Background: an optimization exercise with open tools, aiming at small area, a short achievable clock period and few clock cycles. Do not read the settings as production practice.
RTL that was checked went through simulation tests only; none was proved equivalent to the original.
Power figures rest on the tool's default switching activity, not on a simulated workload.

==> 11-10: inputs <==
// csc_chip
module csc_chip (
	input logic CLOCK_50_I,
	input logic resetn,
	input logic psel,
	input logic penable,
	input logic pwrite,
	input logic [7:0] paddr,
	input logic [31:0] pwdata,
	output logic [31:0] prdata,
	output logic pready,
	output logic pslverr,
	output logic mem_en,
	output logic mem_we,
	output logic [17:0] mem_addr,
	output logic [15:0] mem_wdata,
	input logic [15:0] mem_rdata
);
	csc_top u_csc (
		.CLOCK_50_I(CLOCK_50_I),
		.resetn(resetn),
		.psel(psel),
		.penable(penable),
		.pwrite(pwrite),
		.paddr(paddr),
		.pwdata(pwdata),
		.prdata(prdata),
		.pready(pready),
		.pslverr(pslverr),
		.mem_en(mem_en),
		.mem_we(mem_we),
		.mem_addr(mem_addr),
		.mem_wdata(mem_wdata),
		.mem_rdata(mem_rdata)
	);
endmodule
Settings: LEC_CHECK=0, CAP_MARGIN=20, CORE_MARGIN=2, CORE_UTILIZATION=65, PLACE_DENSITY=0.75, SETUP_SLACK_MARGIN=5, SLEW_MARGIN=20; clock period 10.0 ns.
run.sh (not shown) runs the stock make flow with config.mk's settings and CLKGATE_MAP_FILE= SYNTH_SCRIPT=/design/flow/synth_recipe.tcl, a recipe that flattens the netlist after the stock synthesis.
==> 04-02 (differences from 11-10) <==
--- a/flow/design.v
+++ b/flow/design.v
@@ -90,10 +90,13 @@
 	assign ph[5] = j[4] && j[0];
 	assign ph[6] = !j[0] && j[1];
 	assign ph[7] = !j[1] && j[2];
 	assign ph[8] = !j[2] && j[3];
 	assign ph[9] = !j[3] && j[4];
+	assign edge_first = (wb == 6'd0);
+	assign edge_b38 = (wb == 6'd38);
+	assign edge_last = (wb == 6'd39);
 	assign c_ok = (pairs < 14'd9595);
 	assign u_addr = (pro != 2'd0) ? 16'(csc_pkg::U_BASE + 3) - {14'd0, pro}
 		: 16'(csc_pkg::U_BASE + 3) + {3'd0, pairs[13:1]};
 	assign v_addr = pro[1] ? 16'(csc_pkg::V_BASE + 1) - {15'd0, pro[0]}
 		: 16'(csc_pkg::V_BASE + 2) + {3'd0, pairs[13:1]};
@@ -117,16 +120,11 @@
 			end
 		end
 	end
 	always_ff @(posedge CLOCK_50_I) begin
 		j <= {j[3:0], !j[4]};
-		if (ph[6]) begin
-			wb <= edge_last ? 6'd0 : wb + 6'd1;
-			edge_first <= edge_last;
-			edge_last <= edge_b38;
-			edge_b38 <= (wb == 6'd37);
-		end
+		if (ph[6]) wb <= edge_last ? 6'd0 : wb + 6'd1;
 		if (ph[9] && pro != 2'd0) pro <= pro - 2'd1;
 		mem_we <= ph[1] || ph[2] || ph[3] || ph[6] || ph[7] || ph[8];
 		if (ph[1] || ph[2] || ph[3] || ph[6] || ph[7] || ph[8]) begin
 			addr_q <= rgb;
 			rgb <= rgb + 16'd1;
@@ -137,13 +135,10 @@
 		if (ph[4]) addr_q <= pro[0] ? 16'd0 : {2'd0, y_next};
 		if (start) begin
 			j <= J5;
 			pro <= 2'd3;
 			wb <= 6'd37;
-			edge_first <= 1'b0;
-			edge_last <= 1'b0;
-			edge_b38 <= 1'b0;
 			rgb <= 16'(csc_pkg::RGB_BASE - 15);  
 		end
 	end
 endmodule
 `timescale 1ns/1ns
@@ -159,12 +154,12 @@
 );
 	logic [6:0][7:0] wu, wv;
 	logic [5:0][7:0] w;  
 	logic [7:0] t0, t1, t2, t3, t4, t5;
 	logic [8:0] p1, p2, p3;  
-	logic [9:0] ra, rb;
-	logic rc;
+	logic [9:0] ra, rb, ra_q, rb_q;
+	logic rc, rc_q;
 	logic [7:0] fo;
 	logic [7:0] fir_u;  
 	logic odd, chv, shu, shv;
 	assign shu = ph[4] || ph[8];
 	assign shv = ph[2] || ph[6];
@@ -178,14 +173,12 @@
 			wv[4:0] <= wv[5:1];
 			wv[5] <= ph[2] ? mem_rdata[15:8] : wv[6];
 		end
 		if (ph[2]) wv[6] <= mem_rdata[7:0];
 	end
-	always_ff @(posedge CLOCK_50_I) begin
-		odd <= ph[2] || ph[3];
-		chv <= ph[3] || ph[8];
-	end
+	assign odd = ph[2] || ph[3];
+	assign chv = ph[3] || ph[8];
 	assign w = chv ? wv[5:0] : wu[5:0];
 	assign t0 = edge_first ? (odd ? w[1] : w[2]) : w[0];
 	assign t1 = (edge_first && !odd) ? w[2] : w[1];
 	assign t2 = w[2];
 	assign t3 = (edge_last && odd) ? w[2] : w[3];
@@ -193,10 +186,13 @@
 	assign t5 = edge_last ? (odd ? w[2] : w[3]) : ((edge_b38 && odd) ? w[4] : w[5]);
 	always_ff @(posedge CLOCK_50_I) begin
 		p1 <= {1'b0, t0} + {1'b0, t5};
 		p2 <= {1'b0, t1} + {1'b0, t4};
 		p3 <= {1'b0, t2} + {1'b0, t3};
+		ra_q <= ra;
+		rb_q <= rb;
+		rc_q <= rc;
 		if (ph[4] || ph[9]) fir_u <= fo;
 		if (ph[9]) u_in <= wu[1];
 		if (ph[4]) u_in <= wu[2];
 		if (ph[0] || ph[5]) u_in <= fir_u;
 		if (ph[9] || ph[4]) v_in <= wv[2];
@@ -209,13 +205,13 @@
 		.ra(ra),
 		.rb(rb),
 		.rc(rc)
 	);
 	fir_b u_fb (
-		.ra(ra),
-		.rb(rb),
-		.rc(rc),
+		.ra(ra_q),
+		.rb(rb_q),
+		.rc(rc_q),
 		.o(fo)
 	);
 endmodule
 module fir_a (input [8:0] s1, input [8:0] s2, input [8:0] s3, output [9:0] ra, output [9:0] rb, output rc);
 wire f_s1;
@@ -530,11 +526,10 @@
 	logic [2:0] cb, cb2;
 	logic [5:0] mr, mg, mb, mr2, mg2, mb2;
 	logic [11:0] hr, hg, hb;
 	logic [7:0] ro, go, bo;
 	logic [7:0] b0_q;
-	logic sel1, sel2;  
 	assign y = yw[15:8];
 	assign u = u_in;
 	assign v = v_in;
 	pix_s0 u_s0 (
 		.y(y),
@@ -575,14 +570,12 @@
 		cb2 <= cb;
 		mr2 <= mr;
 		mg2 <= mg;
 		mb2 <= mb;
 		if (ph[1] || ph[6]) b0_q <= bo;
-		sel1 <= ph[1] || ph[6];
-		sel2 <= ph[2] || ph[7];
-		if (sel1) mem_wdata <= {b0_q, ro};
-		else if (sel2) mem_wdata <= {go, bo};
+		if (ph[2] || ph[7]) mem_wdata <= {b0_q, ro};
+		else if (ph[3] || ph[8]) mem_wdata <= {go, bo};
 		else mem_wdata <= {ro, go};
 	end
 endmodule
 module pix_s0 (input [7:0] y, input [7:0] u, input [7:0] v, output [3:0] cor, output [5:0] mr, output [5:0] cog, output [5:0] mg, output [2:0] cob, output [5:0] mb);
 wire s0_s1;
Settings changed: CORE_UTILIZATION 65 to 40, PLACE_DENSITY 0.75 to unset, SETUP_SLACK_MARGIN 5 to unset.
==> qor summary <==
| metric | 11-10 | 04-02 |
|---|---|---|
| Portion of the post-synthesis area used by sequential elements | 35.1% | 35.2% |
| FFs w/ async S/R, synth | 5.99% | 5.79% |
| Power share of the sequential group | 34.0% | 33.3% |
| DR vias/cell | 5.70 | 5.02 |
| Non-Clock Buffer Count | 91 | 86 |
| Required time of the critical path | 10.30 ns | 10.42 ns |
| Global routing usage on met3 | 5.00% | 2.66% |
| Share of final layout cell area taken by clock buffers and inverters | 4.27% | 4.84% |
| Worst hold slack | 0.434 ns | 0.437 ns |
| Vias after detailed routing | 15700 | 15800 |
| Multi-input gate share of the layout cell area | 51.8% | 50.0% |
| Complex-gate fraction of the synthesized area | 9.56% | 8.98% |
| Wirelength per Cell | 18.9 um | 17.7 um |
| Top achievable clock speed | 195 MHz | 191 MHz |
| Result of the run | complete, no violations | complete, no violations |
Testbench counts of 04-02, summed over its fixed seeds: cycles 384,224.
Only the layout flow was run in 11-10; the RTL was not checked for function there.

==> v12: inputs <==
csc_chip, a different RTL version from the one above (not shown whole).
==> flow/design.v (excerpt) <==
module csc_chip (
	input logic CLOCK_50_I,
	input logic resetn,
	input logic psel,
	input logic penable,
	input logic pwrite,
	input logic [7:0] paddr,
	input logic [31:0] pwdata,
	output logic [31:0] prdata,
	output logic pready,
	output logic pslverr,
	output logic mem_en,
	output logic mem_we,
	output logic [17:0] mem_addr,
	output logic [15:0] mem_wdata,
	input logic [15:0] mem_rdata
);
	csc_top u_csc (
		.CLOCK_50_I(CLOCK_50_I),
		.resetn(resetn),
		.psel(psel),
		.penable(penable),
		.pwrite(pwrite),
		.paddr(paddr),
		.pwdata(pwdata),
		.prdata(prdata),
		.pready(pready),
		.pslverr(pslverr),
		.mem_en(mem_en),
		.mem_we(mem_we),
		.mem_addr(mem_addr),
		.mem_wdata(mem_wdata),
		.mem_rdata(mem_rdata)
	);
endmodule
clock: 10.0 ns
lec_check: 0
abc_area: 1
cap_margin: 20
core_margin: 2
core_utilization: 65
place_density: 0.75
setup_slack_margin: 5
slew_margin: 20
==> v15: changes against v12 <==
--- a/flow/config.mk
+++ b/flow/config.mk
@@ -5,7 +5,6 @@
 export SDC_FILE = /design/flow/constraint.sdc
 export NUM_CORES = 4
 export LEC_CHECK = 0
-export ABC_AREA = 1
 export CAP_MARGIN = 20
 export CORE_MARGIN = 2
 export CORE_UTILIZATION = 65
==> comparison table <==
Run status: v12 finished clean; v15 finished clean
Cell Area, Synth: v12 25970 sq um; v15 24290 sq um
Minimum hold slack: v12 0.4307 ns; v15 0.4380 ns
Well-Tap Cells: v12 525; v15 468
Wire length on met3: v12 5150 microns; v15 3035 microns
Total Nets Final: v12 3616; v15 2911
Register fraction of the total cell area: v12 30.86%; v15 32.97%
Total via count in the routed design: v12 20830; v15 16560
Slew HR: v12 38.51%; v15 26.87%
Power share of the sequential group: v12 49.8%; v15 37.7%
CP Max Fanout: v12 5; v15 8
Post-detailed-routing wire length: v12 70840 microns; v15 57130 microns
Post-detailed-placement half-perimeter wirelength: v12 56020 microns; v15 44750 microns
Power dissipated in the clock network: v12 0.00145 W; v15 0.00135 W
Clk tree area frac: v12 4.565%; v15 4.451%
Worst clock skew: v12 0.03285 ns; v15 0.01182 ns
Share of the yosys chip area belonging to registers: v12 33.93%; v15 36.28%
First DRT Iteration DRCs: v12 1571; v15 989
Fraction of layout instances using a drive strength above 1: v12 3.875%; v15 6.598%
Sw Share: v12 21.93%; v15 34.00%
PnR Total Power: v12 0.002972 W; v15 0.004800 W
R2r startpoint: v12 u_csc.u_mat.yw[15]$_DFFE_PP_; v15 u_csc.u_mat.yw[12]$_DFFE_PP_
Max Fclk: v12 0.2114 GHz; v15 0.2064 GHz
Share of power burned in combinational logic: v12 1.4%; v15 34.3%
Transition time at the pin with the least slew margin: v12 0.9194 ns; v15 1.086 ns
Testbench counts of v12, summed over its fixed seeds: cycles 384,224.
Testbench counts of v15, summed over its fixed seeds: cycles 384,224.

==> inputs of trial 45 <==
RTL: one of the versions met above, not the one the previous note started from.
Design csc_chip, start of the top module:
module csc_chip (
	input logic CLOCK_50_I,
	input logic resetn,
	input logic psel,
	input logic penable,
	input logic pwrite,
	input logic [7:0] paddr,
	input logic [31:0] pwdata,
	output logic [31:0] prdata,
	output logic pready,
	output logic pslverr,
	output logic mem_en,
	output logic mem_we,
	output logic [17:0] mem_addr,
	output logic [15:0] mem_wdata,
	input logic [15:0] mem_rdata
);
==> flow/config.mk <==
export PLATFORM = sky130hd
export DESIGN_NAME = csc_chip
export DESIGN_NICKNAME = csc_chip
export VERILOG_FILES = /design/flow/design.v
export SDC_FILE = /design/flow/constraint.sdc
export NUM_CORES = 4
export LEC_CHECK = 0
export CAP_MARGIN = 20
export CORE_MARGIN = 2
export CORE_UTILIZATION = 40
export SETUP_SLACK_MARGIN = 5
export SLEW_MARGIN = 20
==> flow/constraint.sdc <==
create_clock -name core_clock -period 10.0 [get_ports {CLOCK_50_I}]
set_input_delay 2.0000 -clock core_clock [delete_from_list [all_inputs] [get_ports {CLOCK_50_I}]]
set_output_delay 2.0000 -clock core_clock [all_outputs]
set_load 0.01 [all_outputs]
==> trial 50 (differences from trial 45) <==
--- a/flow/config.mk
+++ b/flow/config.mk
@@ -9,3 +9,4 @@
 export CORE_MARGIN = 2
-export CORE_UTILIZATION = 40
+export CORE_UTILIZATION = 65
+export PLACE_DENSITY = 0.75
 export SETUP_SLACK_MARGIN = 5
==> notes <==
Trial 50 produced a clean layout. Trial 45 completed with no timing, DRC or antenna violations. Power: trial 45 is higher than trial 50 (1.7%). Between trial 45 and trial 50, the lower critical path depth is in trial 50 (gap 1). Cell count: trial 50 is lower than trial 45 (9.6%). Against trial 50, the combinational power of trial 45 is smaller by about 4%. Flip-flop and latch count is the same in trial 45 and trial 50. In trial 50 the register-to-register slack is higher than in trial 45, by 0.05 ns. Clock power: trial 45 is larger than trial 50 (about 10%).
Testbench counts of trial 45, summed over its fixed seeds: cycles 384,224.
Testbench counts of trial 50, summed over its fixed seeds: cycles 384,224.

==> run P <==
csc_chip, a different RTL version from the one above (not shown whole).
Design csc_chip, start of the top module:
module csc_chip (
	input logic CLOCK_50_I,
	input logic resetn,
	input logic psel,
	input logic penable,
	input logic pwrite,
	input logic [7:0] paddr,
	input logic [31:0] pwdata,
	output logic [31:0] prdata,
	output logic pready,
	output logic pslverr,
	output logic mem_en,
	output logic mem_we,
	output logic [17:0] mem_addr,
	output logic [15:0] mem_wdata,
	input logic [15:0] mem_rdata
);
clock: 10.0 ns
lec_check: 0
cap_margin: 20
core_margin: 2
core_utilization: 60
place_density: 0.7
setup_slack_margin: 5
slew_margin: 20
==> inputs of run R, as changes to run P <==
Settings changed: CORE_UTILIZATION 60 to 80, PLACE_DENSITY 0.7 to 0.85.
==> inputs of run C, as changes to run P <==
Settings changed: CORE_UTILIZATION 60 to 70, PLACE_DENSITY 0.7 to 0.8.
==> run notes <==
item                                                                           run C                  run P                     run R
Overall fraction of global-route tracks in use                                0.3225                 0.2671                    0.4108
Inst Count DP                                                                  2,544                  2,653                     2,519
Die Y                                                                       183.8 um               198.2 um                  172.2 um
Reported combinational group power                                           2800 uW                2720 uW                   3180 uW
Initial antenna violation count                                                    0                      0                         4
Number of tap instances                                                          402                    511                       378
Met3 wirelength from detailed routing                                        3590 um                3547 um                   6543 um
Cell type of the slowest stage on the worst timing path        sky130_fd_sc_hd__fa_1  sky130_fd_sc_hd__fa_1  sky130_fd_sc_hd__o21ai_0
Met1 usage                                                                    0.4454                 0.3609                    0.4975
Global-route met3 utilization                                                0.05170                0.05979                    0.1147
Clock network latency to the later pin of the worst-skew pair                0.53 ns                0.53 ns                   0.55 ns
Cell area after placement                                                0.02367 mm2            0.02381 mm2               0.02364 mm2
Result of the run                                   no timing/DRC/antenna violations  no timing/DRC/antenna violations  no timing/DRC/antenna violations
Testbench counts of run P, summed over its fixed seeds: cycles 384,256.
Testbench counts of run R, summed over its fixed seeds: cycles 384,256.
Testbench counts of run C, summed over its fixed seeds: cycles 384,256.

[static timing again, ports no longer ideal]
The flow's constraints put no driver on any port. The routed layouts listed below were extracted and timed again, unchanged, in two steps. Step 1 (the two cells are an assumption about what drives the block):
set clk [get_ports {CLOCK_50_I}]
set_driving_cell -lib_cell sky130_fd_sc_hd__clkbuf_16 $clk
set_driving_cell -lib_cell sky130_fd_sc_hd__buf_2 [delete_from_list [all_inputs] $clk]
Step 2, shift: input delay + t, output delay - t, t = (earliest + latest rising clock arrival at the registers) / 2. This alone moves slack from input paths to output paths. a / b / c = ideal / step 1 / step 2; a / b = the first two.
| run | t, ns | setup slack, ns | worst slew at a driven data input, ns |
|---|---|---|---|
| 11-10 | 0.602 | 4.868 / 4.868 / 4.868 | 0.05 |
| 04-02 | 0.604 | 4.771 / 4.771 / 4.771 | 0.05 |
| v12 | 0.631 | 5.269 / 5.269 / 5.269 | 0.06 |
| v15 | 0.611 | 5.154 / 5.154 / 5.154 | 0.04 |
| trial 45 | 0.601 | 5.129 / 5.129 / 5.129 | 0.05 |
| trial 50 | 0.603 | 5.183 / 5.183 / 5.183 | 0.05 |
| run P | 0.570 | 5.164 / 5.164 / 5.164 | 0.05 |
| run R | 0.591 | 4.860 / 4.860 / 4.860 | 0.05 |
| run C | 0.569 | 5.098 / 5.098 / 5.098 | 0.03 |
After both steps every run listed still meets setup and hold.
